What follows belongs to an exercise in optimizing a design on an open flow for small area, a short achievable clock period and few clock cycles per item; a production flow would make more cautious choices.
Where RTL was checked, it was by simulation tests only, not by an equivalence proof against the original.
Power and IR drop assume default switching activity.

run a:
==> flow/design.v (excerpt) <==
module window_min_mean_excess
#(
    parameter int WINDOW = 100
)
(
    input  logic    clk,
    input  logic    rst_n,
    input  logic    in_valid,
    output logic    in_stall,
    input  wmme_pkg::sample_t sample,
    output logic    out_valid,
    input  logic    out_stall,
    output wmme_pkg::sample_t window_min,
    output wmme_pkg::sample_t mean_excess,
    output logic    no_estimate
);
export LEC_CHECK = 0
export ABC_CLOCK_PERIOD_IN_PS = 3000
export CAP_MARGIN = 20
export CORE_MARGIN = 2
export CORE_UTILIZATION = 40
export CTS_CLUSTER_DIAMETER = 60
export CTS_CLUSTER_SIZE = 30
export SETUP_SLACK_MARGIN = 5
export SLEW_MARGIN = 20
export TNS_END_PERCENT = 100
create_clock -name core_clock -period 10.0 [get_ports {clk}]
standard.sh (not shown) runs the stock make flow with config.mk's settings and CLKGATE_MAP_FILE= SYNTH_SCRIPT=/design/flow/synth_recipe.tcl, a recipe that flattens the netlist after the stock synthesis.
==> flow/flow/run.sh <==
#!/bin/bash
# The standard layout, with timing repair aiming well past the 10 ns constraint
set -euo pipefail
bash standard.sh SETUP_SLACK_MARGIN=7 finish > standard_flow.log 2>&1
Here is what was changed in the inputs of run b compared with run a.
==> flow/run.sh (new file) <==
#!/bin/bash
# synth_recipe.tcl (not shown) runs the flow's synth.tcl, then flattens the netlist and writes it again
# the make line also repeats each setting of config.mk as NAME=value (left out here)
make -C /OpenROAD-flow-scripts/flow DESIGN_CONFIG=/design/flow/config.mk WORK_HOME=/design/flow/orfs CLKGATE_MAP_FILE= SYNTH_SCRIPT=/design/flow/synth_recipe.tcl finish
removed: flow/flow/run.sh
removed: flow/standard.sh
- Both conditions hold for run b: the flow ran to the end and the final layout passed the timing, design-rule and antenna checks.
- Cell area (higher): run a
- Between run a and run b, the difference in share of power burned in the clock network is negligible.
- In run b relative to run a, number of combinational gates with multiple inputs had gone down slightly.
- Run b does worse than run a on placement-stage worst setup slack.
- Side by side, filler cell count turned out higher in run b than in run a.
Function was not checked in any run of this note: the RTL went through the layout flow alone.


v33:
Another version of the RTL of window_min_mean_excess (not shown whole).
For scale: about 4,100 flip-flops, roughly 100 I/O pins, ~110,000 µm² of cells after synthesis.
Settings: LEC_CHECK=0, ABC_CLOCK_PERIOD_IN_PS=3000, CAP_MARGIN=20, CORE_MARGIN=2, CORE_UTILIZATION=30, CTS_CLUSTER_DIAMETER=60, CTS_CLUSTER_SIZE=30, SETUP_SLACK_MARGIN=5, SLEW_MARGIN=20, TNS_END_PERCENT=100; clock period 10.0 ns.
==> flow/flow/run.sh <==
#!/bin/bash
# The standard layout, with timing repair aiming past the 10 ns constraint
set -euo pipefail
bash standard.sh SETUP_SLACK_MARGIN=6 finish > standard_flow.log 2>&1
Both conditions hold for v33: the flow ran to the end and the final layout passed the timing, design-rule and antenna checks.
Testbench counts of v33, summed over its fixed seeds: cycles 3,248, items 3,200.
diff inputs: v33 => v57
- CORE_UTILIZATION now 40, was 30
==> flow/flow/run.sh <==
#!/bin/bash
# The standard layout, with timing repair aiming past the 10 ns constraint
set -euo pipefail
bash standard.sh SETUP_SLACK_MARGIN=6.5 finish > standard_flow.log 2>&1
Notes after the runs:
- Largest fanout on the critical path, v57 and v33, lower one = v33.
- v33 → v57: clock network power share climbed 1.8 points; critical path depth saw an increase.
- When the final numbers for v57 and v33 were put side by side, the share of the final layout cell area in sequential cells turned out to be smaller in v57.
- Setup clock skew after layout down 0.046 ns in v57 wrt v33
- Compared v57 vs v33, and proportion of total power due to net switching is up in v57.
- The standard cells in v57 occupy more silicon area than those in v33 do.
- Between v33 and v57, met1 usage in global routing increased.
- When the final numbers for v57 and v33 were put side by side, the vias per cell turned out to be greater in v57.
[inputs] v28 vs v57
- CORE_UTILIZATION now 50, was 40
==> flow/flow/run.sh <==
#!/bin/bash
# The standard layout, with timing repair aiming past the 10 ns constraint
set -euo pipefail
bash standard.sh SETUP_SLACK_MARGIN=6 finish > standard_flow.log 2>&1
Findings:
Cmp v57 and v28 / hold slack / higher: v28
Summary — final-layout non-clock buffer area share, v28 relative to v57: lower, by 3.8 points.
Summary of v28 over v57: wire length went down about 21%, achievable clock frequency moved up, sum of met3 wire segment lengths after detailed routing saw a decrease.
v57 reports its critical-path cell with the highest stage delay as sky130_fd_sc_hd__fa_2 while v28 reports sky130_fd_sc_hd__fa_1.
Run comparison: v28 worst setup path endpoint u_div.u1_reg[30]; v57 worst setup path endpoint u_div.u1_reg[42]
Number of signal-net buffers in the layout went down by more than half going from v57 to v28.
~same proportion of register bits with asynchronous set or reset after synthesis in v57 and v28
Relative to v57, area growth from synthesis to layout has decreased by 8.5 points in v28.
Diff v57 -> v28: total power after layout now smaller; half-perimeter wire length of the detailed placement result now smaller.
In the flow results for v57 and v28, the clock power share is smaller on v28.
### v28 -> v34
- CORE_UTILIZATION: 50 -> 40
## What came out
Detailed route, v34 vs v28: via total higher for v34. On number of global-route vias before repair: between v34 and v28, it ends up higher for v34. | non-clock buffering overhead in the final layout | v34 vs v28 | 0.22 points lower |. v34: largest net degree at the start of global routing is 104 lower than what v28 reported. Re global-route total usage across every layer: v34 is 2.4 points down on v28. v34 reports its capture point of the critical path as u_div.u1_reg[42] while v28 reports u_div.u1_reg[30]. Compare v34 and v28 | number of antenna violations at the first check in global routing lower: v34. The routability congestion estimate from global placement reported for v34 is smaller than that of v28 by 1.2%. As far as antenna diode count goes, v34 and v28 are indistinguishable; the numbers are identical. Relative to v28, the final cell area reported for v34 is higher. Share of power burned in the clock network, v34 and v28: larger value in v34. v34 leaves less setup margin than v28.


window_min_mean_excess, a different RTL version from the one above (not shown whole).
For scale: about 4000 flip-flops, ~100 I/O pins, roughly 0.11 mm2 of cells after synthesis.
clock: 10.0 ns
lec_check: 0
cap_margin: 20
core_margin: 2
core_utilization: 40
slew_margin: 20
run.sh (not shown) runs the stock make flow with config.mk's settings and CLKGATE_MAP_FILE= SYNTH_SCRIPT=/design/flow/synth_recipe.tcl, a recipe that flattens the netlist after the stock synthesis.
Stock flow here: none of the scripts above is used.
Testbench counts at the start, summed over its fixed seeds: cycles 3,240, items 3,200.
Then changed:
ABC_CLOCK_PERIOD_IN_PS = 3000   (was unset)
SETUP_SLACK_MARGIN = 5   (was unset)
TNS_END_PERCENT = 100   (was unset)
Effect:
- cell count is higher by a few percent
- total power stays flat
- worst hold slack is about the same

[static timing again, ports no longer ideal]
Ports are ideal in the flow. The routed layouts listed here were re-timed in OpenROAD.
Step 1, drivers: a clkbuf_16 drives clk and a buf_2 each remaining input, both assumed.
Step 2 times the ports against the registers' clock, not the clock port: input delays grow and output delays shrink by t, the midpoint of the rising clock arrivals with the driver on.
Slacks: ideal / step 1 / step 2; pairs: ideal / step 1.
run	t, ns	setup slack, ns	hold slack, ns	worst setup path at the end	worst data-port slew with drivers (ns)
run a	0.979	4.978 / 4.978 / 4.978	0.271 / 0.271 / 0.271	register to register	0.24
run b	0.947	4.782 / 4.782 / 4.782	0.276 / 0.276 / 0.276	register to register	0.13
v33	0.946	6.120 / 6.025 / 5.190	0.289 / 0.289 / 0.289	input to register	0.14
v57	0.984	5.899 / 5.899 / 5.327	0.296 / 0.296 / 0.296	input to register	0.16
v28	0.936	6.093 / 6.038 / 5.222	0.313 / 0.313 / 0.313	input to register	0.16
v34	0.992	6.056 / 6.030 / 5.105	0.279 / 0.279 / 0.279	input to register	0.26
the first run of note 3	0.941	3.181 / 3.181 / 3.181	0.278 / 0.278 / 0.278	register to register	0.30
the second run of note 3	0.979	4.465 / 4.465 / 3.777	0.276 / 0.276 / 0.276	input to register	0.09
After both steps setup and hold are still met in every run listed. The setup slack of v34, which loses most, moves by -0.026 ns with the drivers and by -0.951 ns with both steps.
